What follows belongs to an exercise in optimizing a design on an open flow for small area, a short achievable clock period and few clock cycles per item; a production flow would make more cautious choices. Function was checked by simulation only, so behaviour that the tests miss may differ from the original. Power and IR drop assume default switching activity.

$ cat flow/config.mk
export PLATFORM = sky130hd
export DESIGN_NAME = earliest_free_server_assigner_core
export DESIGN_NICKNAME = earliest_free_server_assigner_core
export VERILOG_FILES = /design/flow/design.v
export SDC_FILE = /design/flow/constraint.sdc
export NUM_CORES = 4
export LEC_CHECK = 0
export CAP_MARGIN = 20
export CORE_MARGIN = 2
export CORE_UTILIZATION = 35
export PLACE_DENSITY = 0.45
export SLEW_MARGIN = 20
$ cat flow/constraint.sdc
create_clock -name core_clock -period 5.0 [get_ports {clk}]
set_input_delay 1.0000 -clock core_clock [delete_from_list [all_inputs] [get_ports {clk}]]
set_output_delay 1.0000 -clock core_clock [all_outputs]
set_load 0.01 [all_outputs]
$ cat flow/design.v
package efsa_pkg;
  localparam int MAX_SERVERS_DEF = 64;
  localparam int CFG_W           = 7;
  localparam int DUR_W           = 16;
  localparam int TIME_W          = 32;
  localparam int OUT_W           = 7;
  localparam int IDX_W           = 6;
endpackage
module efsa_ctrl (
  input  logic                       clk,
  input  logic                       rst_n,
  input  logic                       start,
  input  logic                       in_has_job,
  input  logic [efsa_pkg::DUR_W-1:0] in_duration,
  input  logic                       in_last,
  input  logic                       cfg_we,
  input  logic [efsa_pkg::CFG_W-1:0] cfg_wdata,
  output logic                       busy,
  output logic                       op,      
  output logic                       rs,      
  output logic                       rs_go,   
  output logic [efsa_pkg::IDX_W:0]   rs_u,    
  output logic [efsa_pkg::DUR_W-1:0] dn,      
  output logic [efsa_pkg::IDX_W-1:0] kl,      
  output logic [efsa_pkg::IDX_W-1:0] kl_nxt,  
  output logic                       rs_nxt,  
  output logic                       job,     
  output logic                       fin,     
  output logic                       clr      
);
  localparam int IDX_W = efsa_pkg::IDX_W;
  localparam int NS    = efsa_pkg::MAX_SERVERS_DEF;
  logic                       p_valid, p_job, p_last;
  logic [efsa_pkg::DUR_W-1:0] p_dur;
  logic                       rs_r, dirty_r, rs_end;
  logic                       rs_end_r;
  logic [IDX_W:0]             rs_cnt;
  logic [IDX_W-1:0]           kl_r, kl_new;
  logic                       acc, proc, cfg_ok;
  assign busy   = rs_r | (p_valid & p_last);
  assign acc    = start & ~busy;
  assign cfg_ok = cfg_we & ~busy;
  assign proc   = p_valid & ~rs_r;
  assign job    = proc & p_job;
  assign fin    = proc & p_last;
  assign op     = job | rs_r;
  assign rs     = rs_r;
  assign rs_u   = rs_cnt;
  assign kl     = kl_r;
  assign kl_nxt = cfg_ok ? kl_new : kl_r;
  assign clr    = ~rst_n | fin;
  assign rs_end = rs_end_r;
  assign rs_go  = ~rs_r & cfg_ok & ~fin & (dirty_r | job);
  assign rs_nxt = rst_n & ((rs_r & ~rs_end) | rs_go);
  assign dn     = rs_nxt ? '0 : (acc ? in_duration : p_dur);
  always_comb begin
    if (cfg_wdata == '0) begin
      kl_new = '0;
    end else if (cfg_wdata > efsa_pkg::CFG_W'(NS)) begin
      kl_new = IDX_W'(NS - 1);
    end else begin
      kl_new = IDX_W'(cfg_wdata - 1'b1);
    end
  end
  always_ff @(posedge clk) begin
    if (!rst_n) begin
      p_valid <= 1'b0;
      dirty_r <= 1'b0;
      kl_r    <= '0;
    end else begin
      if (acc) begin
        p_valid <= 1'b1;
      end else if (proc) begin
        p_valid <= 1'b0;
      end
      kl_r    <= kl_nxt;
      dirty_r <= ~fin & (dirty_r | job);
    end
    rs_r <= rs_nxt;
  end
  always_ff @(posedge clk) begin
    if (acc) begin
      p_job  <= in_has_job;
      p_last <= in_last;
      p_dur  <= in_duration;
    end
    if (rs_r) begin
      rs_cnt   <= rs_cnt - 1'b1;
      rs_end_r <= rs_cnt == (IDX_W + 1)'(2);
    end else begin
      rs_cnt   <= (IDX_W + 1)'(NS);
      rs_end_r <= 1'b0;
    end
  end
endmodule
module efsa_dp (
  input  logic                       clk,
  input  logic                       rst_n,
  input  logic                       op,
  input  logic                       rs,
  input  logic                       rs_go,
  input  logic [efsa_pkg::IDX_W:0]   rs_u,
  input  logic [efsa_pkg::DUR_W-1:0] dn,
  input  logic [efsa_pkg::IDX_W-1:0] kl,
  input  logic [efsa_pkg::IDX_W-1:0] kl_nxt,
  input  logic                       rs_nxt,
  input  logic                       job,
  input  logic                       fin,
  input  logic                       clr,
  output logic                       out_valid,
  output logic [efsa_pkg::OUT_W-1:0] out_next_server,
  output logic                       out_saturated
);
  localparam int N     = efsa_pkg::MAX_SERVERS_DEF;
  localparam int TW    = efsa_pkg::TIME_W;
  localparam int IDX_W = efsa_pkg::IDX_W;
  localparam int OUT_W = efsa_pkg::OUT_W;
  localparam int KW    = TW + IDX_W;
  function automatic logic key_ge(input logic [KW-1:0] a, input logic [KW-1:0] b);
    logic [KW-1:0] g, p;
    g = a & ~b;
    p = a | ~b;
    for (int w = 1; w < KW; w = w * 2) begin
      for (int k = 0; k + w < KW; k = k + 2 * w) begin
        g[k] = g[k+w] | (p[k+w] & g[k]);
        p[k] = p[k+w] & p[k];
      end
    end
    key_ge = g[0] | p[0];
  endfunction
  function automatic logic gt_c(input logic [IDX_W:0] u, input logic [IDX_W:0] c);
    logic r;
    r = 1'b0;
    for (int b = 0; b <= IDX_W; b++) begin
      r = c[b] ? (u[b] & r) : (u[b] | r);
    end
    gt_c = r;
  endfunction
  function automatic logic gt_v(input logic [IDX_W-1:0] u, input logic [IDX_W-1:0] v);
    logic r;
    r = 1'b0;
    for (int b = 0; b < IDX_W; b++) begin
      r = (u[b] & ~v[b]) | (~(u[b] ^ v[b]) & r);
    end
    gt_v = r;
  endfunction
  logic [TW-1:0]    t_r  [N];
  logic [IDX_W-1:0] id_r [N];
  logic             sat_r;
  logic [TW-1:0]    x_r;
  logic [IDX_W-1:0] xid_r;
  logic             xo_r;
  logic [N-1:0]     mv_r;
  logic [TW-1:0]    xo_t;
  logic [IDX_W-1:0] xo_id;
  logic [TW-1:0]    v_t  [2];
  logic [IDX_W-1:0] v_id [2];
  logic [IDX_W:0]   thr_r;
  logic [KW-1:0]    x_key;
  logic             ou_x;
  logic [N:0]       m;
  assign x_key = {x_r, xid_r};
  assign ou_x  = rs & gt_v(xid_r, kl);
  for (genvar i = 0; i < 2; i++) begin : g_v
    always_comb begin
      if (mv_r[i+1]) begin
        v_t[i]  = t_r[i+1];
        v_id[i] = id_r[i+1];
      end else if (mv_r[i]) begin
        v_t[i]  = xo_t;
        v_id[i] = xo_id;
      end else begin
        v_t[i]  = t_r[i];
        v_id[i] = id_r[i];
      end
    end
  end
  logic lt_xo;
  assign lt_xo = ~key_ge({xo_t, xo_id}, x_key);
  always_ff @(posedge clk) begin
    if (rs_go) begin
      thr_r <= (IDX_W + 1)'(N);
    end else if (rs_nxt) begin
      thr_r <= thr_r - (IDX_W + 1)'(ou_x);
    end else begin
      thr_r <= (IDX_W + 1)'(kl_nxt) + 1'b1;
    end
  end
  assign m[0] = op;
  assign m[N] = 1'b0;
  logic [N:1] lt_r;
  assign lt_r[N] = 1'b0;
  for (genvar i = 1; i < N; i++) begin : g_cmp_r
    assign lt_r[i] = ~key_ge({t_r[i], id_r[i]}, x_key);
  end
  for (genvar i = 1; i < N; i++) begin : g_cmp
    logic klt, inu, lt, frc, mv_up;
    if (i < N - 1) begin : g_mid
      assign mv_up = mv_r[i+1];
    end else begin : g_end
      assign mv_up = 1'b0;
    end
    assign klt  = mv_up ? lt_r[i+1] : (mv_r[i] ? lt_xo : lt_r[i]);
    assign inu  = gt_c(thr_r, (IDX_W + 1)'(i));
    assign lt   = ou_x ? (inu | klt) : (inu & klt);
    assign frc  = rs & gt_c(rs_u, (IDX_W + 1)'(i));
    assign m[i] = op & (frc | lt);
  end
  for (genvar i = 0; i < N; i++) begin : g_ent
    logic             sh, ins, hd;
    logic [TW-1:0]    t_up;
    logic [IDX_W-1:0] id_up;
    if (i < N - 1) begin : g_mid
      assign t_up  = t_r[i+1];
      assign id_up = id_r[i+1];
    end else begin : g_end
      assign t_up  = '0;
      assign id_up = '0;
    end
    logic mv_up;
    if (i < N - 1) begin : g_mvu
      assign mv_up = mv_r[i+1];
    end else begin : g_mve
      assign mv_up = 1'b0;
    end
    assign sh  = ~clr & mv_up;
    assign ins = ~clr & mv_r[i] & ~mv_up;
    assign hd  = ~clr & ~mv_r[i];
    always_ff @(posedge clk) begin
      t_r[i]  <= ({TW{sh}} & t_up) | ({TW{ins}} & xo_t) | ({TW{hd}} & t_r[i]);
      id_r[i] <= ({IDX_W{sh}} & id_up) | ({IDX_W{ins}} & xo_id) | ({IDX_W{hd}} & id_r[i]) |
                 ({IDX_W{clr}} & IDX_W'(i));
    end
  end
  localparam int DW = efsa_pkg::DUR_W;
  function automatic logic [TW:0] sat_add(input logic [TW-1:0] a, input logic [DW-1:0] d);
    logic [DW-1:0]    g, p, h;
    logic [DW-1:0]    lo;
    logic [TW-DW-1:0] hi, inc;
    logic             c, ovf, all1;
    g = a[DW-1:0] & d;
    p = a[DW-1:0] ^ d;
    h = p;
    for (int w = 1; w < DW; w = w * 2) begin
      for (int k = DW - 1; k >= w; k = k - 1) begin
        g[k] = g[k] | (p[k] & g[k-w]);
        p[k] = p[k] & p[k-w];
      end
    end
    lo = h ^ {g[DW-2:0], 1'b0};
    c  = g[DW-1];
    all1 = 1'b1;
    for (int k = 0; k < TW - DW; k++) begin
      inc[k] = a[DW+k] ^ all1;
      all1   = all1 & a[DW+k];
    end
    hi  = c ? inc : a[TW-1:DW];
    ovf = c & all1;
    sat_add = {ovf, {hi, lo} | {TW{ovf}}};
  endfunction
  logic [TW:0] s_up, s_x, s_hd, s_cl;
  logic        se_up, se_x, se_hd, se_cl;
  assign s_up  = sat_add(v_t[1], dn);
  assign s_x   = sat_add(x_r, dn);
  assign s_hd  = sat_add(v_t[0], dn);
  assign s_cl  = (TW + 1)'(dn);
  assign se_cl = clr;
  assign se_hd = ~clr & ~op;
  assign se_up = ~clr & m[1];
  assign se_x  = ~clr & op & ~m[1];
  always_ff @(posedge clk) begin
    {xo_r, x_r} <= ({(TW + 1){se_up}} & s_up) | ({(TW + 1){se_x}} & s_x) |
                   ({(TW + 1){se_hd}} & s_hd) | ({(TW + 1){se_cl}} & s_cl);
    xid_r       <= ({IDX_W{se_up}} & v_id[1]) | ({IDX_W{se_x}} & xid_r) |
                   ({IDX_W{se_hd}} & v_id[0]);
    mv_r        <= {N{~clr}} & m[N-1:0];
    xo_t        <= x_r;
    xo_id       <= xid_r;
  end
  logic [OUT_W-1:0] rep_a, rep_b;
  logic             out_valid_r, out_saturated_r;
  logic [OUT_W-1:0] out_next_server_r;
  assign rep_a = OUT_W'(xid_r) + OUT_W'(1);
  assign rep_b = OUT_W'(v_id[1]) + OUT_W'(1);
  always_ff @(posedge clk) begin
    if (!rst_n) begin
      out_valid_r <= 1'b0;
    end else begin
      out_valid_r <= fin;
    end
    sat_r <= ~clr & (sat_r | (job & xo_r));
    if (fin) begin
      out_next_server_r <= ({OUT_W{m[1]}} & rep_b) | ({OUT_W{~m[1]}} & rep_a);
      out_saturated_r   <= sat_r | (job & xo_r);
    end
  end
  assign out_valid       = out_valid_r;
  assign out_next_server = out_next_server_r;
  assign out_saturated   = out_saturated_r;
endmodule
module earliest_free_server_assigner_core #(
  parameter int MAX_SERVERS = efsa_pkg::MAX_SERVERS_DEF
) (
  input  logic                       clk,
  input  logic                       rst_n,
  input  logic                       start,
  output logic                       busy,
  input  logic                       in_has_job,
  input  logic [efsa_pkg::DUR_W-1:0] in_duration,
  input  logic                       in_last,
  input  logic                       cfg_we,
  input  logic [efsa_pkg::CFG_W-1:0] cfg_wdata,
  output logic                       out_valid,
  output logic [efsa_pkg::OUT_W-1:0] out_next_server,
  output logic                       out_saturated
);
  logic                       op, rs, rs_go, job, fin, clr;
  logic [efsa_pkg::IDX_W:0]   rs_u;
  logic [efsa_pkg::IDX_W-1:0] kl, kl_nxt;
  logic                       rs_nxt;
  logic [efsa_pkg::DUR_W-1:0] dn;
  efsa_ctrl u_ctrl (
    .clk         (clk),
    .rst_n       (rst_n),
    .start       (start),
    .in_has_job  (in_has_job),
    .in_duration (in_duration),
    .in_last     (in_last),
    .cfg_we      (cfg_we),
    .cfg_wdata   (cfg_wdata),
    .busy        (busy),
    .op          (op),
    .rs          (rs),
    .rs_go       (rs_go),
    .rs_u        (rs_u),
    .dn          (dn),
    .kl          (kl),
    .kl_nxt      (kl_nxt),
    .rs_nxt      (rs_nxt),
    .job         (job),
    .fin         (fin),
    .clr         (clr)
  );
  efsa_dp u_dp (
    .clk             (clk),
    .rst_n           (rst_n),
    .op              (op),
    .rs              (rs),
    .rs_go           (rs_go),
    .rs_u            (rs_u),
    .dn              (dn),
    .kl              (kl),
    .kl_nxt          (kl_nxt),
    .rs_nxt          (rs_nxt),
    .job             (job),
    .fin             (fin),
    .clr             (clr),
    .out_valid       (out_valid),
    .out_next_server (out_next_server),
    .out_saturated   (out_saturated)
  );
endmodule
$ cat flow/run.sh
#!/bin/bash
# synth_recipe.tcl (not shown) runs the flow's synth.tcl, then flattens the netlist and writes it again
# the make line also repeats each setting of config.mk as NAME=value (left out here)
make -C /OpenROAD-flow-scripts/flow DESIGN_CONFIG=/design/flow/config.mk WORK_HOME=/design/flow/orfs CLKGATE_MAP_FILE= SYNTH_SCRIPT=/design/flow/synth_recipe.tcl finish
==> run_summary.xml, run 1 <==
<?xml version="1.0" encoding="UTF-8"?>
<metrics>
  <group name="route">
    <metric name="drc_errors" unit="">0</metric>
    <metric name="dr_total_vias" unit="">159000</metric>
    <metric name="wl_per_cell" unit="um">33.1</metric>
    <metric name="drtAntennaViolNets" unit="">0</metric>
    <metric name="avgViaCountPerCell" unit="">6.41</metric>
    <metric name="dr.pass1.iters" unit="">9</metric>
    <metric name="first_iter_violations" unit="">21800</metric>
    <metric name="wirelength" unit="um">822000</metric>
  </group>
  <group name="worst_setup_path">
    <metric name="critical_path.slowest_cell" unit="">sky130_fd_sc_hd__or4_1</metric>
    <metric name="most_common_cell_type_on_the_critical_path" unit="">sky130_fd_sc_hd__ha_1</metric>
    <metric name="critPathRequiredTime" unit="ns">5.83</metric>
    <metric name="worst_r2r_endpoint" unit="">u_dp.x_r[14]$_DFF_P_</metric>
    <metric name="timing.critical_path.fanout_max" unit="">36</metric>
    <metric name="crit_path_category" unit="">register to register</metric>
    <metric name="launching_element_type_of_the_critical_path" unit="">register</metric>
    <metric name="largest_stage_delay_on_the_critical_path" unit="ns">0.51</metric>
    <metric name="r2r_start" unit="">u_dp.mv_r[1]$_DFF_P_</metric>
    <metric name="critical_path_cell_list" unit="">buf_4, nand2b_1, a21boi_0, o21ai_0, ha_1, ha_1, ha_1, ha_1, ha_1, ha_1, ha_1, ha_1, ha_1, ha_1, ha_1, ha_1, ha_1, nand2_1, buf_12, a21oi_1, or4_1</metric>
    <metric name="timing.reg2reg.worst_path_depth" unit="">21</metric>
    <metric name="critical_path_arrival" unit="ns">5.60</metric>
    <metric name="reg2reg_slack" unit="ns">0.23</metric>
    <metric name="worstSetupEndpointType" unit="">register</metric>
  </group>
  <group name="clock_tree">
    <metric name="tritoncts_clock_tree" unit="">yes</metric>
    <metric name="ctsHtreeMaxLevel" unit="">5</metric>
    <metric name="cts-root-buf" unit="">sky130_fd_sc_hd__clkbuf_16</metric>
    <metric name="cts_buffers" unit="">333</metric>
    <metric name="cts-root-to-sink-buffers" unit="">4</metric>
    <metric name="cts.hold.buffers_added" unit="">0</metric>
    <metric name="clkSlewWorstSetupHoldPaths" unit="ns">0.06</metric>
    <metric name="worstSkewPairLatency" unit="ns">1.00</metric>
    <metric name="clkSinkCount" unit="">2625</metric>
  </group>
  <group name="logic_synthesis">
    <metric name="synthArstFlopShare" unit="%">0</metric>
    <metric name="post-synth-top-area-cell" unit="">sky130_fd_sc_hd__dfxtp_1</metric>
    <metric name="syn_nets" unit="">19800</metric>
    <metric name="ys_dominant_reg_cell" unit="">sky130_fd_sc_hd__dfxtp_1</metric>
    <metric name="synth-seq-cells" unit="">2625</metric>
    <metric name="netlist.area_leader.share" unit="%">35.2</metric>
    <metric name="number_of_instances_in_the_synthesized_netlist" unit="">19600</metric>
    <metric name="post_synth.cell_area_avg" unit="sq um">7.57</metric>
    <metric name="post_synth_edffs" unit="">10</metric>
    <metric name="synth.area.top_cells" unit="">sky130_fd_sc_hd__dfxtp_1 (35%), sky130_fd_sc_hd__a21oi_1 (6.7%), sky130_fd_sc_hd__a22oi_1 (6.3%)</metric>
    <metric name="synthDistinctLibCells" unit="">99</metric>
    <metric name="netlist_area" unit="sq mm">0.149</metric>
    <metric name="seq_area_frac_synth" unit="%">35.4</metric>
    <metric name="number_of_warnings_reported_in_the_yosys_synthesis_log" unit="">6</metric>
  </group>
  <group name="die">
    <metric name="floorplan.rows" unit="">239</metric>
    <metric name="fp.coreArea" unit="sq mm">0.423</metric>
    <metric name="chipHeight" unit="um">656</metric>
    <metric name="start_util" unit="%">35.1</metric>
    <metric name="boundaryPins" unit="">39</metric>
    <metric name="die_area" unit="sq mm">0.430</metric>
    <metric name="die-width" unit="um">656</metric>
  </group>
  <group name="layout">
    <metric name="final_design_area_no_fill" unit="sq mm">0.168</metric>
    <metric name="area_delta_synth_final" unit="%">12.9</metric>
    <metric name="fill_cells" unit="">43900</metric>
    <metric name="finalCoreUtilization" unit="%">39.7</metric>
    <metric name="share_of_layout_cells_above_drive_strength_1" unit="%">8.47</metric>
    <metric name="finalNetCount" unit="">19000</metric>
    <metric name="finalNonFillerCells" unit="">24800</metric>
  </group>
  <group name="global_route">
    <metric name="use_met3" unit="%">7.29</metric>
    <metric name="globalRouteMet1Util" unit="%">49.0</metric>
    <metric name="grt_start_max_net_pins" unit="">135</metric>
    <metric name="global_route_wire_length_before_repair" unit="um">1150000</metric>
    <metric name="grt_overflow" unit="">0</metric>
    <metric name="initial_antenna_violation_count" unit="">55</metric>
    <metric name="use_met2" unit="%">54.4</metric>
    <metric name="first_global_vias" unit="">146000</metric>
    <metric name="grt_most_used_layer" unit="">met2</metric>
    <metric name="global_route.usage.total" unit="%">36.3</metric>
  </group>
  <group name="timing">
    <metric name="finalHoldViolCount" unit="">0</metric>
    <metric name="max_freq" unit="MHz">210</metric>
    <metric name="timing_worst_slew_pin_value" unit="ns">1.29</metric>
    <metric name="grt_setup_unrepaired" unit="">true</metric>
    <metric name="clock-skew-final" unit="ns">0.0573</metric>
    <metric name="timing_max_transition_violations_final" unit="">0</metric>
    <metric name="hold_slack" unit="ns">0.451</metric>
    <metric name="finalSetupViolCount" unit="">0</metric>
    <metric name="fin_crit" unit="ns">4.77</metric>
    <metric name="worst_slack" unit="ns">0.230</metric>
    <metric name="slew-limit-headroom" unit="%">13.6</metric>
    <metric name="period_share" unit="%">95.4</metric>
  </group>
  <group name="placement">
    <metric name="numPortBuffers" unit="">38</metric>
    <metric name="routabilityCongestion" unit="">0.970</metric>
    <metric name="dpl.cell_count" unit="">24200</metric>
    <metric name="hpwlAfterDp" unit="um">556000</metric>
    <metric name="pre_cts_ws" unit="ns">-0.363</metric>
    <metric name="dpl-instance-area" unit="sq mm">0.157</metric>
  </group>
  <group name="min_path">
    <metric name="class_of_the_worst_hold_path" unit="">register to register</metric>
    <metric name="hold-path-endpoint" unit="">u_dp.xo_t[20]$_DFF_P_</metric>
    <metric name="worstHoldStart" unit="">u_dp.x_r[20]$_DFF_P_</metric>
    <metric name="hold_path_depth" unit="">0</metric>
  </group>
  <group name="power_and_ir_drop">
    <metric name="peak_supply_drop" unit="mV">0.457</metric>
    <metric name="p_per_area" unit="mW/mm^2">420</metric>
    <metric name="power.static_leakage" unit="nW">56.0</metric>
  </group>
  <group name="status">
    <metric name="status" unit="">no timing/DRC/antenna violations</metric>
  </group>
  <group name="run">
    <metric name="maxCapViolations" unit="">0</metric>
  </group>
</metrics>
[synthesized netlist by cell type, types with 74 or more instances]
library cell                   n
sky130_fd_sc_hd__ha_1        110
sky130_fd_sc_hd__o211ai_1    150
sky130_fd_sc_hd__a222oi_1    120
sky130_fd_sc_hd__maj3_1      848
sky130_fd_sc_hd__a221oi_1    863
sky130_fd_sc_hd__nand2_1    2065
sky130_fd_sc_hd__a31oi_1     133
sky130_fd_sc_hd__buf_2       104
sky130_fd_sc_hd__nor2b_1     945
sky130_fd_sc_hd__clkbuf_1   1624
sky130_fd_sc_hd__o221ai_1    210
sky130_fd_sc_hd__a22oi_1    1251
sky130_fd_sc_hd__a21boi_0     85
sky130_fd_sc_hd__o21ai_0     625
sky130_fd_sc_hd__o22ai_1     757
sky130_fd_sc_hd__nor2_1     1968
sky130_fd_sc_hd__a211oi_1     83
sky130_fd_sc_hd__dfxtp_1    2615
sky130_fd_sc_hd__a21oi_1    2002
sky130_fd_sc_hd__o2111ai_1    74
sky130_fd_sc_hd__nand2b_1    403
sky130_fd_sc_hd__nand3_1     169
sky130_fd_sc_hd__inv_1      1123
sky130_fd_sc_hd__nor3_1      133
sky130_fd_sc_hd__buf_1       213
[worst max-delay path by stage]
stage	slack, ns	end	startpoint	depth (start not counted)
floorplan	0.04	u_dp.x_r[13]$_DFF_P_	u_dp.mv_r[1]$_DFF_P_	25
global placement	-0.36	u_dp.x_r[3]$_DFF_P_	cfg_we	20
detailed placement	-0.36	u_dp.x_r[13]$_DFF_P_	cfg_we	20
CTS	0.12	u_dp.x_r[13]$_DFF_P_	u_dp.mv_r[0]$_DFF_P_	24
global route	-0.01	u_dp.x_r[14]$_DFF_P_	u_dp.mv_r[1]$_DFF_P_	21
finish	0.23	u_dp.x_r[14]$_DFF_P_	u_dp.mv_r[1]$_DFF_P_	21
[where the power goes]
part	internal (mW)	switching [mW]
Sequential	21.6	1.43
Clock	14.8	10.7
Combinational	5.42	16.7
[routing by layer]
| metal | vias to the layer above | part of all wire [%] |
|---|---|---|
| met1 | 79000 | 42 |
| met3 | 1940 | 9.3 |
| met4 | 16 | 6.0 |
| met2 | 8753 | 42 |
| met5 | - | 0.014 |
| li1 | 69400 | - |
[stage by stage]
stage	power [mW]	setup TNS, ns
after global placement	44.6	-7.88
after floorplan	32.9	0
after detailed placement	44.5	-7.04
after global routing	71.8	-0.0152
final	70.6	0
after CTS	69.8	0
[sequential cells by signal (all words and copies together) (netlist names), 6 cells and up]
register,cells
u_dp.xo_t,32
u_dp.xid_r,6
u_dp.mv_r,64
u_ctrl.p_dur,16
u_dp.t_r,2048
u_dp.thr_r,7
u_ctrl.rs_cnt,7
u_dp.out_next_server_r,7
u_dp.x_r,32
u_dp.id_r,384
u_dp.xo_id,6
u_ctrl.kl_r,6
[what timing repair did]
| item | CTS | global route |
|---|---|---|
| buffers inserted | 0 | 4 |
| gates resized for setup | 0 | 12 |
| endpoints found under the hold margin | 0 | 0 |
| endpoints found under the setup margin | 0 | 22 |
[worst max-delay path, delay by kind of cell, from the launching register on]
| kind | cells | cell delay, ns |
|---|---|---|
| adder cells (fa/ha/maj) | 13 | 2.53 |
| AND/OR/NAND/NOR | 3 | 0.78 |
| buffers and inverters | 2 | 0.49 |
| flip-flops | 1 | 0.43 |
| AO/OA/AOI/OAI | 3 | 0.37 |
[placed cells by master (no fill, tap or decap), drive strengths merged, types with 403 or more instances in the layout]
cell type  count
o21ai        635
a221oi       863
nor2        1968
clkbuf       500
nand2       2066
buf          793
inv         1157
maj3         852
o22ai        758
a22oi       1251
a21oi       2003
nand2b       403
nor2b        945
dfxtp       2615
[layout make-up]
type                       instances  area [sq um]  share of cell area, %
antenna                           27          67.6                 0.0402
multi-input combinational      13900         84600                   50.4
inverter                        1160          4530                   2.69
timing repair buffer             831          7610                   4.53
clock inverter                    99          1140                  0.681
sequential                      2625         53000                   31.5
tap                             5663          7090                   4.22
clock buffer                     500          9990                   5.95
[logic make-up after synthesis]
kind of cell	count (synthesis)	synth area share [%]
adders and majority gates	965	6.70
xor gates and xnor gates	65	0.383
DFF	2625	35.4
AOI/OAI and AO/OA	6888	31.1
buffers and inverters	3110	7.95
and+or+nand+nor	5928	18.0
muxes	66	0.450
Testbench counts, summed over its fixed seeds: cycles 12,819, items 12,555.
==> run 2, diff against run 1 <==
--- a/flow/design.v
+++ b/flow/design.v
@@ -237,7 +237,8 @@
     logic [DW-1:0]    g, p, h;
     logic [DW-1:0]    lo;
     logic [TW-DW-1:0] hi, inc;
-    logic             c, ovf, all1;
+    logic [TW-DW-1:0] pa;
+    logic             c, ovf;
     g = a[DW-1:0] & d;
     p = a[DW-1:0] ^ d;
     h = p;
@@ -249,13 +250,15 @@
     end
     lo = h ^ {g[DW-2:0], 1'b0};
     c  = g[DW-1];
-    all1 = 1'b1;
-    for (int k = 0; k < TW - DW; k++) begin
-      inc[k] = a[DW+k] ^ all1;
-      all1   = all1 & a[DW+k];
+    pa = a[TW-1:DW];
+    for (int w = 1; w < TW - DW; w = w * 2) begin
+      for (int k = TW - DW - 1; k >= w; k = k - 1) begin
+        pa[k] = pa[k] & pa[k-w];
+      end
     end
+    inc = a[TW-1:DW] ^ {pa[TW-DW-2:0], 1'b1};
     hi  = c ? inc : a[TW-1:DW];
-    ovf = c & all1;
+    ovf = c & pa[TW-DW-1];
     sat_add = {ovf, {hi, lo} | {TW{ovf}}};
   endfunction
   logic [TW:0] s_up, s_x, s_hd, s_cl;
--- a/flow/config.mk
+++ b/flow/config.mk
@@ -7,6 +7,7 @@
 export LEC_CHECK = 0
 export CAP_MARGIN = 20
 export CORE_MARGIN = 2
-export CORE_UTILIZATION = 35
-export PLACE_DENSITY = 0.45
+export CORE_UTILIZATION = 28
+export PLACE_DENSITY = 0.38
+export SETUP_SLACK_MARGIN = 0.6
 export SLEW_MARGIN = 20
==> run_summary.xml, run 2 <==
<?xml version="1.0" encoding="UTF-8"?>
<metrics>
  <group name="status">
    <metric name="status" unit="">no timing/DRC/antenna violations</metric>
  </group>
  <group name="logic_synthesis">
    <metric name="synth_most_common_cell" unit="">sky130_fd_sc_hd__dfxtp_1</metric>
    <metric name="synth.area.top_cells" unit="">sky130_fd_sc_hd__dfxtp_1 (35%), sky130_fd_sc_hd__a21oi_1 (6.1%), sky130_fd_sc_hd__a22oi_1 (6.0%)</metric>
    <metric name="synth-seq-cells" unit="">2625</metric>
    <metric name="synthDistinctLibCells" unit="">106</metric>
    <metric name="number_of_instances_in_the_synthesized_netlist" unit="">19700</metric>
    <metric name="seq_area_frac_synth" unit="%">35.1</metric>
    <metric name="post-synth-top-area-cell" unit="">sky130_fd_sc_hd__dfxtp_1</metric>
    <metric name="netlist.area_leader.share" unit="%">34.9</metric>
    <metric name="syn_nets" unit="">19800</metric>
    <metric name="post_synth.cell_area_avg" unit="sq um">7.59</metric>
    <metric name="netlist_top_cells_count" unit="">sky130_fd_sc_hd__dfxtp_1 (2615), sky130_fd_sc_hd__nor2_1 (2144), sky130_fd_sc_hd__nand2_1 (1965)</metric>
    <metric name="synthArstFlopShare" unit="%">0</metric>
    <metric name="post_synth_edffs" unit="">10</metric>
    <metric name="netlist_area" unit="sq mm">0.150</metric>
    <metric name="ys_dominant_reg_cell" unit="">sky130_fd_sc_hd__dfxtp_1</metric>
    <metric name="number_of_warnings_reported_in_the_yosys_synthesis_log" unit="">6</metric>
  </group>
  <group name="route">
    <metric name="wl_per_cell" unit="um">34.9</metric>
    <metric name="dr.pass1.iters" unit="">10</metric>
    <metric name="dr.max_layer_used" unit="">met5</metric>
    <metric name="met1Wirelength" unit="um">413000</metric>
    <metric name="drc_errors" unit="">0</metric>
    <metric name="dr_total_vias" unit="">162000</metric>
    <metric name="avgViaCountPerCell" unit="">6.11</metric>
    <metric name="drtAntennaViolNets" unit="">0</metric>
    <metric name="first_iter_violations" unit="">22900</metric>
    <metric name="routed-wl-met3" unit="um">85500</metric>
    <metric name="detailroute.wirelength.met2" unit="um">385000</metric>
    <metric name="wirelength" unit="um">924000</metric>
  </group>
  <group name="global_route">
    <metric name="global_route_wire_length_before_repair" unit="um">1270000</metric>
    <metric name="grt_overflow" unit="">0</metric>
    <metric name="initial_antenna_violation_count" unit="">88</metric>
    <metric name="first_global_vias" unit="">149000</metric>
    <metric name="grt_start_max_net_pins" unit="">121</metric>
    <metric name="global_route.usage.total" unit="%">32.5</metric>
  </group>
  <group name="timing">
    <metric name="timing_worst_slew_pin_value" unit="ns">1.20</metric>
    <metric name="worst_slack" unit="ns">0.570</metric>
    <metric name="grt_setup_unrepaired" unit="">true</metric>
    <metric name="clock-skew-final" unit="ns">0.0604</metric>
    <metric name="slew-limit-headroom" unit="%">19.8</metric>
    <metric name="finalHoldViolCount" unit="">0</metric>
    <metric name="fin_crit" unit="ns">4.43</metric>
    <metric name="hold_slack" unit="ns">0.483</metric>
    <metric name="timing_max_transition_violations_final" unit="">0</metric>
    <metric name="period_share" unit="%">88.6</metric>
    <metric name="finalSetupViolCount" unit="">0</metric>
    <metric name="max_freq" unit="MHz">226</metric>
  </group>
  <group name="worst_setup_path">
    <metric name="launching_element_type_of_the_critical_path" unit="">register</metric>
    <metric name="critPathRequiredTime" unit="ns">5.92</metric>
    <metric name="critical_path.slowest_cell" unit="">sky130_fd_sc_hd__dfxtp_4</metric>
    <metric name="timing.critical_path.fanout_max" unit="">32</metric>
    <metric name="worstSetupPathDepth" unit="">12</metric>
    <metric name="worst_r2r_endpoint" unit="">u_dp.mv_r[17]$_DFF_P_</metric>
    <metric name="largest_stage_delay_on_the_critical_path" unit="ns">0.71</metric>
    <metric name="delay_heaviest_family_cp" unit="">compound AO/OA/AOI/OAI gates</metric>
    <metric name="timing.reg2reg.worst_path_depth" unit="">12</metric>
    <metric name="crit_path_category" unit="">register to register</metric>
    <metric name="worstSetupEndpointType" unit="">register</metric>
    <metric name="reg2reg_slack" unit="ns">0.57</metric>
    <metric name="r2r_start" unit="">u_dp.x_r[13]$_DFF_P_</metric>
    <metric name="critical_path_arrival" unit="ns">5.35</metric>
    <metric name="critical_path_cell_list" unit="">inv_6, buf_12, maj3_1, o21bai_1, maj3_1, o41ai_1, o2111ai_1, a311oi_1, buf_4, a31oi_1, maj3_2, a21oi_1</metric>
    <metric name="most_common_cell_type_on_the_critical_path" unit="">sky130_fd_sc_hd__maj3_1</metric>
    <metric name="path_buf_inv" unit="">3</metric>
  </group>
  <group name="layout">
    <metric name="most_frequent_cells_in_the_layout" unit="">sky130_fd_sc_hd__dfxtp_1 (2487), sky130_fd_sc_hd__nor2_1 (2098), sky130_fd_sc_hd__nand2_1 (1960)</metric>
    <metric name="top_register" unit="">u_dp.t_r</metric>
    <metric name="reg_top3" unit="">u_dp.t_r (2048), u_dp.id_r (384), u_dp.mv_r (64)</metric>
    <metric name="area_delta_synth_final" unit="%">15.8</metric>
    <metric name="largest_register_ffs" unit="">2048</metric>
    <metric name="finalNetCount" unit="">19300</metric>
    <metric name="final_common_cell" unit="">sky130_fd_sc_hd__dfxtp_1</metric>
    <metric name="share_of_layout_cells_above_drive_strength_1" unit="%">9.93</metric>
  </group>
  <group name="die">
    <metric name="boundaryPins" unit="">39</metric>
    <metric name="chipHeight" unit="um">736</metric>
    <metric name="die_area" unit="sq mm">0.541</metric>
    <metric name="start_util" unit="%">28.1</metric>
    <metric name="die-width" unit="um">736</metric>
    <metric name="fp.coreArea" unit="sq mm">0.533</metric>
    <metric name="floorplan.rows" unit="">268</metric>
  </group>
  <group name="clock_tree">
    <metric name="ctsHtreeMaxLevel" unit="">5</metric>
    <metric name="clkSlewWorstSetupHoldPaths" unit="ns">0.06</metric>
    <metric name="cts_buffers" unit="">351</metric>
    <metric name="worstSkewPairLatency" unit="ns">1.03</metric>
    <metric name="clkSinkCount" unit="">2625</metric>
    <metric name="tritoncts_clock_tree" unit="">yes</metric>
    <metric name="cts-root-to-sink-buffers" unit="">4</metric>
    <metric name="cts-root-buf" unit="">sky130_fd_sc_hd__clkbuf_16</metric>
  </group>
  <group name="min_path">
    <metric name="class_of_the_worst_hold_path" unit="">register to register</metric>
    <metric name="hold_path_depth" unit="">2</metric>
    <metric name="hold-path-endpoint" unit="">u_dp.id_r[62][2]$_DFF_P_</metric>
    <metric name="worstHoldStart" unit="">u_dp.id_r[63][2]$_DFF_P_</metric>
  </group>
  <group name="power_and_ir_drop">
    <metric name="p_per_area" unit="mW/mm^2">388</metric>
    <metric name="net-switching-power" unit="mW">26.0</metric>
    <metric name="peak_supply_drop" unit="mV">0.383</metric>
    <metric name="p_int" unit="mW">41.4</metric>
    <metric name="comb_power_share" unit="%">26.5</metric>
    <metric name="seq_power_share" unit="%">34.1</metric>
    <metric name="power.static_leakage" unit="nW">58.0</metric>
    <metric name="share_clk_of_total_power" unit="%">39.5</metric>
    <metric name="netSwitchingFraction" unit="%">38.6</metric>
  </group>
  <group name="run">
    <metric name="maxCapViolations" unit="">0</metric>
  </group>
  <group name="placement">
    <metric name="routabilityCongestion" unit="">0.947</metric>
    <metric name="pre_cts_ws" unit="ns">-0.273</metric>
    <metric name="numPortBuffers" unit="">38</metric>
    <metric name="hpwlAfterDp" unit="um">653000</metric>
  </group>
</metrics>
## run 2: cells by family (layout without fill, tap and decap cells)
| kind of cell | Yosys count | count (layout) | synth area share [%] |
|---|---|---|---|
| buf+inv | 3059 | 2761 | 7.90 |
| other cells | 0 | 48 | 0 |
| flops | 2625 | 2625 | 35.1 |
| mux | 85 | 85 | 0.582 |
| compound gates | 6814 | 6814 | 31.0 |
| fa+ha+maj | 869 | 869 | 5.97 |
| simple gates | 6209 | 6210 | 19.0 |
| xor+xnor | 79 | 79 | 0.462 |
## run 2: tightest hold or removal path: cells and delay by family, from the launching register on
kind | cells | cell delay, ns
compound gates | 1 | 0.07
flops | 1 | 0.32
simple gates | 1 | 0.05
## run 2: per-stage QoR
stage | util (%) | std cells | setup TNS (ns) | power [mW] | cell area (sq um)
final | 32.5 | 26500 | 0 | 67.4 | 173000
after global routing | 32.5 | 26500 | 0 | 68.7 | 173000
after CTS | 32.4 | 26400 | 0 | 66.9 | 173000
after detailed placement | 30.2 | 25800 | -3.38 | 40.4 | 161000
after global placement | 30.2 | 25800 | -5.19 | 40.4 | 161000
after floorplan | - | 19700 | 0 | 30.4 | 150000
## run 2: how the worst max path moves through the flow
stage,to,from,slack [ns]
floorplan,u_dp.x_r[31]$_DFF_P_,start,0.60
global placement,u_dp.x_r[30]$_DFF_P_,start,-0.33
detailed placement,u_dp.x_r[30]$_DFF_P_,start,-0.27
CTS,u_dp.x_r[30]$_DFF_P_,u_ctrl.p_last$_DFFE_PP_,0.57
global route,u_dp.x_r[30]$_DFF_P_,u_ctrl.p_valid$_SDFFE_PN0P_,0.53
finish,u_dp.mv_r[17]$_DFF_P_,u_dp.x_r[13]$_DFF_P_,0.57
## run 2: power groups by stage
| stage | combinational, mW | clock [mW] | sequential [mW] |
|---|---|---|---|
| finish | 17.8 | 26.6 | 22.9 |
| global route | 18.1 | 27.7 | 22.9 |
| CTS | 17.1 | 26.9 | 22.9 |
| detailed placement | 17.0 | 0 | 23.3 |
| global placement | 17.1 | 0 | 23.3 |
| floorplan | 8.11 | 0 | 22.3 |
## run 2: what timing repair did
action / in CTS / in global routing
endpoints found under the setup margin: 25 / 40
gates resized for setup: 11 / 58
buffers inserted: 4 / 15
cloned: 1 / 1
hold buffers: 0 / 0
pin swaps: 4 / 27
## run 2: layer usage
metal	global-route usage, %	up-vias
li1	-	70300
met1	46.4	81800
met2	47.6	8412
met3	6.63	1438
met4	12.6	14
met5	0	-
## run 2: cell type report
class	count	area, sq um
multi-input cells	14100	85900
fillers	56600	359000
clock inverters	85	1120
clock buffers	550	10500
repair buffers	1017	9570
inverters	1109	4350
diodes	48	120
flip-flops and latches	2625	53000
well taps	7020	8780
Testbench counts of run 2, summed over its fixed seeds: cycles 12,819, items 12,555.
==> run 3, diff against run 2 <==
--- a/flow/config.mk
+++ b/flow/config.mk
@@ -9,5 +9,5 @@
 export CORE_MARGIN = 2
 export CORE_UTILIZATION = 28
 export PLACE_DENSITY = 0.38
-export SETUP_SLACK_MARGIN = 0.6
+export SETUP_SLACK_MARGIN = 1.2
 export SLEW_MARGIN = 20
==> run_summary.xml, run 3 <==
<?xml version="1.0" encoding="UTF-8"?>
<metrics>
  <group name="status">
    <metric name="status" unit="">no timing/DRC/antenna violations</metric>
  </group>
  <group name="route">
    <metric name="wirelength" unit="um">937000</metric>
    <metric name="drc_errors" unit="">0</metric>
    <metric name="dr.pass1.iters" unit="">9</metric>
    <metric name="avgViaCountPerCell" unit="">6.15</metric>
    <metric name="wl_per_cell" unit="um">35.2</metric>
    <metric name="first_iter_violations" unit="">22100</metric>
    <metric name="drtAntennaViolNets" unit="">0</metric>
    <metric name="dr_total_vias" unit="">164000</metric>
  </group>
  <group name="die">
    <metric name="boundaryPins" unit="">39</metric>
    <metric name="chipHeight" unit="um">736</metric>
    <metric name="floorplan.rows" unit="">268</metric>
    <metric name="start_util" unit="%">28.1</metric>
    <metric name="fp.coreArea" unit="sq mm">0.533</metric>
    <metric name="die-width" unit="um">736</metric>
    <metric name="die_area" unit="sq mm">0.541</metric>
  </group>
  <group name="logic_synthesis">
    <metric name="post_synth.cell_area_avg" unit="sq um">7.59</metric>
    <metric name="number_of_instances_in_the_synthesized_netlist" unit="">19700</metric>
    <metric name="ys_dominant_reg_cell" unit="">sky130_fd_sc_hd__dfxtp_1</metric>
    <metric name="yosys.area_share.simple" unit="%">19.0</metric>
    <metric name="synth_most_common_cell" unit="">sky130_fd_sc_hd__dfxtp_1</metric>
    <metric name="synth.mux.area_fraction" unit="%">0.582</metric>
    <metric name="post-synth-top-area-cell" unit="">sky130_fd_sc_hd__dfxtp_1</metric>
    <metric name="synth_adder_area_share" unit="%">5.97</metric>
    <metric name="synth_top_family_by_area" unit="">compound AO/OA/AOI/OAI gates</metric>
    <metric name="synthArstFlopShare" unit="%">0</metric>
    <metric name="synth_xor_area_share" unit="%">0.462</metric>
    <metric name="netlist_top_cells_count" unit="">sky130_fd_sc_hd__dfxtp_1 (2615), sky130_fd_sc_hd__nor2_1 (2144), sky130_fd_sc_hd__nand2_1 (1965)</metric>
    <metric name="post_synth_edffs" unit="">10</metric>
    <metric name="number_of_warnings_reported_in_the_yosys_synthesis_log" unit="">6</metric>
    <metric name="synth-compound-area-share" unit="%">31.0</metric>
    <metric name="syn_nets" unit="">19800</metric>
    <metric name="synth-seq-cells" unit="">2625</metric>
    <metric name="synthDistinctLibCells" unit="">106</metric>
    <metric name="seq_area_frac_synth" unit="%">35.1</metric>
    <metric name="synth.area.top_cells" unit="">sky130_fd_sc_hd__dfxtp_1 (35%), sky130_fd_sc_hd__a21oi_1 (6.1%), sky130_fd_sc_hd__a22oi_1 (6.0%)</metric>
    <metric name="netlist.area_leader.share" unit="%">34.9</metric>
    <metric name="netlist_area" unit="sq mm">0.150</metric>
  </group>
  <group name="power_and_ir_drop">
    <metric name="power.static_leakage" unit="nW">59.4</metric>
    <metric name="p_per_area" unit="mW/mm^2">387</metric>
    <metric name="peak_supply_drop" unit="mV">0.312</metric>
  </group>
  <group name="placement">
    <metric name="dpl-instance-area" unit="sq mm">0.161</metric>
    <metric name="hpwlAfterDp" unit="um">647000</metric>
    <metric name="routabilityCongestion" unit="">0.941</metric>
    <metric name="dpl.cell_count" unit="">25800</metric>
    <metric name="numPortBuffers" unit="">38</metric>
  </group>
  <group name="timing">
    <metric name="fin_crit" unit="ns">4.16</metric>
    <metric name="grt_setup_unrepaired" unit="">true</metric>
    <metric name="finalSetupViolCount" unit="">0</metric>
    <metric name="clock-skew-final" unit="ns">0.0599</metric>
    <metric name="finalHoldViolCount" unit="">0</metric>
    <metric name="timing_worst_slew_pin_value" unit="ns">1.21</metric>
    <metric name="slew-limit-headroom" unit="%">19.4</metric>
    <metric name="period_share" unit="%">83.2</metric>
    <metric name="timing_max_transition_violations_final" unit="">0</metric>
    <metric name="max_freq" unit="MHz">240</metric>
  </group>
  <group name="global_route">
    <metric name="grt_overflow" unit="">0</metric>
    <metric name="global_route_wire_length_before_repair" unit="um">1280000</metric>
    <metric name="initial_antenna_violation_count" unit="">90</metric>
    <metric name="grt_start_max_net_pins" unit="">95</metric>
    <metric name="global_route.usage.total" unit="%">32.7</metric>
    <metric name="first_global_vias" unit="">150000</metric>
  </group>
  <group name="layout">
    <metric name="finalNonFillerCells" unit="">26700</metric>
    <metric name="multiInputGateArea" unit="sq mm">0.0877</metric>
    <metric name="top_register" unit="">u_dp.t_r</metric>
    <metric name="final_design_area_no_fill" unit="sq mm">0.177</metric>
    <metric name="finalNetCount" unit="">19400</metric>
    <metric name="final_common_cell" unit="">sky130_fd_sc_hd__dfxtp_1</metric>
    <metric name="reg_top3" unit="">u_dp.t_r (2048), u_dp.id_r (384), u_dp.mv_r (64)</metric>
    <metric name="regArea" unit="sq mm">0.0530</metric>
    <metric name="largest_register_ffs" unit="">2048</metric>
    <metric name="share_of_layout_cells_above_drive_strength_1" unit="%">11.9</metric>
    <metric name="fill_cells" unit="">56400</metric>
    <metric name="area_delta_synth_final" unit="%">18.4</metric>
    <metric name="most_frequent_cells_in_the_layout" unit="">sky130_fd_sc_hd__dfxtp_1 (2486), sky130_fd_sc_hd__nor2_1 (2078), sky130_fd_sc_hd__nand2_1 (1959)</metric>
  </group>
  <group name="worst_setup_path">
    <metric name="critical_path_arrival" unit="ns">5.06</metric>
    <metric name="crit_path_category" unit="">register to register</metric>
    <metric name="timing.critical_path.fanout_max" unit="">5</metric>
    <metric name="launching_element_type_of_the_critical_path" unit="">register</metric>
    <metric name="worstSetupEndpointType" unit="">register</metric>
    <metric name="critPathRequiredTime" unit="ns">5.89</metric>
  </group>
  <group name="clock_tree">
    <metric name="cts.hold.buffers_added" unit="">0</metric>
    <metric name="tritoncts_clock_tree" unit="">yes</metric>
    <metric name="cts-root-to-sink-buffers" unit="">4</metric>
    <metric name="clkSlewWorstSetupHoldPaths" unit="ns">0.06</metric>
    <metric name="cts-root-buf" unit="">sky130_fd_sc_hd__clkbuf_16</metric>
    <metric name="worstSkewPairLatency" unit="ns">1.04</metric>
    <metric name="clkSinkCount" unit="">2625</metric>
    <metric name="cts_buffers" unit="">349</metric>
    <metric name="ctsHtreeMaxLevel" unit="">5</metric>
  </group>
  <group name="run">
    <metric name="maxCapViolations" unit="">0</metric>
  </group>
  <group name="min_path">
    <metric name="class_of_the_worst_hold_path" unit="">register to register</metric>
  </group>
</metrics>
## run 3: cell counts after synthesis
No cell type changed its count.
## run 3: logic make-up (layout without fill, tap and decap cells)
group / Yosys count / in the layout
flops: 2625 / 2625
compound gates: 6814 / 6814
buf+inv: 3059 / 2917
other cells: 0 / 41
fa+ha+maj: 869 / 869
xor+xnor: 79 / 79
mux: 85 / 85
simple gates: 6209 / 6210
## run 3: where the power goes
group | switching, mW | internal [mW] | total (mW)
clock network | 11.1 | 15.2 | 26.3
registers | 1.21 | 21.5 | 22.7
logic | 14.3 | 5.32 | 19.7
total | 26.7 | 42.0 | 68.7
## run 3: critical path, stage by stage (launching register included)
cell and delay (ns):
sky130_fd_sc_hd__edfxtp_1 0.40, sky130_fd_sc_hd__a21oi_2 0.16, sky130_fd_sc_hd__buf_6 0.17, sky130_fd_sc_hd__nand2_8 0.07
sky130_fd_sc_hd__mux2_4 0.31, sky130_fd_sc_hd__and2_4 0.16, sky130_fd_sc_hd__buf_6 0.13, sky130_fd_sc_hd__ha_4 0.15
sky130_fd_sc_hd__inv_2 0.05, sky130_fd_sc_hd__fa_2 0.21, sky130_fd_sc_hd__nor2b_2 0.05, sky130_fd_sc_hd__o31a_1 0.35
sky130_fd_sc_hd__o221a_4 0.27, sky130_fd_sc_hd__o31ai_4 0.26, sky130_fd_sc_hd__a21oi_2 0.12, sky130_fd_sc_hd__o2111ai_4 0.32
sky130_fd_sc_hd__nor4_4 0.07, sky130_fd_sc_hd__or4_1 0.42, sky130_fd_sc_hd__nand3_1 0.10, sky130_fd_sc_hd__nor2_1 0.05
sky130_fd_sc_hd__a211o_1 0.22
## run 3: cell type report
cell class	count	area share [%]
Inverter	1109	2.53
Clock inverter	86	0.652
Timing Repair Buffer	1185	6.69
Tap cell	7020	4.95
Antenna cell	41	0.0578
Clock buffer	537	5.82
Multi-Input combinational cell	14100	49.4
Sequential cell	2625	29.9
## run 3: per-stage QoR
step	setup slack, ns	hold slack, ns	util [%]	setup TNS (ns)	power (mW)
2_1_floorplan	0.723	0.326	-	0	30.4
6_report	0.839	0.482	33.3	0	68.7
4_1_cts	0.876	0.483	32.9	0	67.4
3_3_place_gp	-0.486	0.465	30.3	-9.43	40.3
5_1_grt	0.612	0.503	33.3	0	70.0
3_5_place_dp	-0.450	0.471	30.3	-7.74	40.3
## run 3: final timing paths
kind,from,end,slack (ns),depth (start not counted)
worst max register to register,u_ctrl.p_last$_DFFE_PP_,u_dp.x_r[31]$_DFF_P_,0.84,20
worst min-delay path,u_dp.id_r[63][1]$_DFF_P_,u_dp.id_r[62][1]$_DFF_P_,0.48,2
worst max-delay path,u_ctrl.p_last$_DFFE_PP_,u_dp.x_r[31]$_DFF_P_,0.84,20
worst min register to register,u_dp.id_r[63][1]$_DFF_P_,u_dp.id_r[62][1]$_DFF_P_,0.48,2
## run 3: repair_timing
item	4_1_cts	5_1_grt
pin swaps	88	128
cloned	4	10
gates resized for setup	286	287
buffers inserted	94	75
endpoints found under the setup margin	111	95
## run 3: per-layer routing
metal / GRT usage, % / routed length, um / up-vias
li1: - / - / 70700
met1: 45.7 / 411000 / 83000
met2: 48.5 / 394000 / 8659
met3: 6.55 / 84500 / 1673
met4: 13.8 / 47300 / 32
met5: 0 / 216 / -

==> port drivers added, routing unchanged <==
The flow's constraints put no driver on any port. The routed layouts listed below were extracted and timed again, unchanged, in two steps.
Step 1 sets driving cells, clkbuf_16 on the clock port and buf_2 on the other inputs (assumed; they add their load-dependent delay and slew).
Step 2 also shifts input and output timing later by t, the mid clock arrival at the registers, as if the neighbouring blocks saw the same clock.
Slacks: no drivers / after step 1 / after step 2; pairs: no drivers / after step 1.
| run | shift t [ns] | setup WS [ns] | worst hold slack (ns) |
|---|---|---|---|
| run 1 | 1.099 | 0.230 / 0.230 / -0.380 | 0.451 / 0.451 / 0.451 |
| run 2 | 1.124 | 0.570 / 0.570 / -0.127 | 0.483 / 0.426 / 0.483 |
| run 3 | 1.139 | 0.839 / 0.839 / -0.124 | 0.482 / 0.463 / 0.482 |
With both steps, setup timing fails in every run listed, where it was met with ideal ports. The setup slack of run 3, which loses most, moves by 0.000 ns with the drivers and by -0.963 ns with both steps.
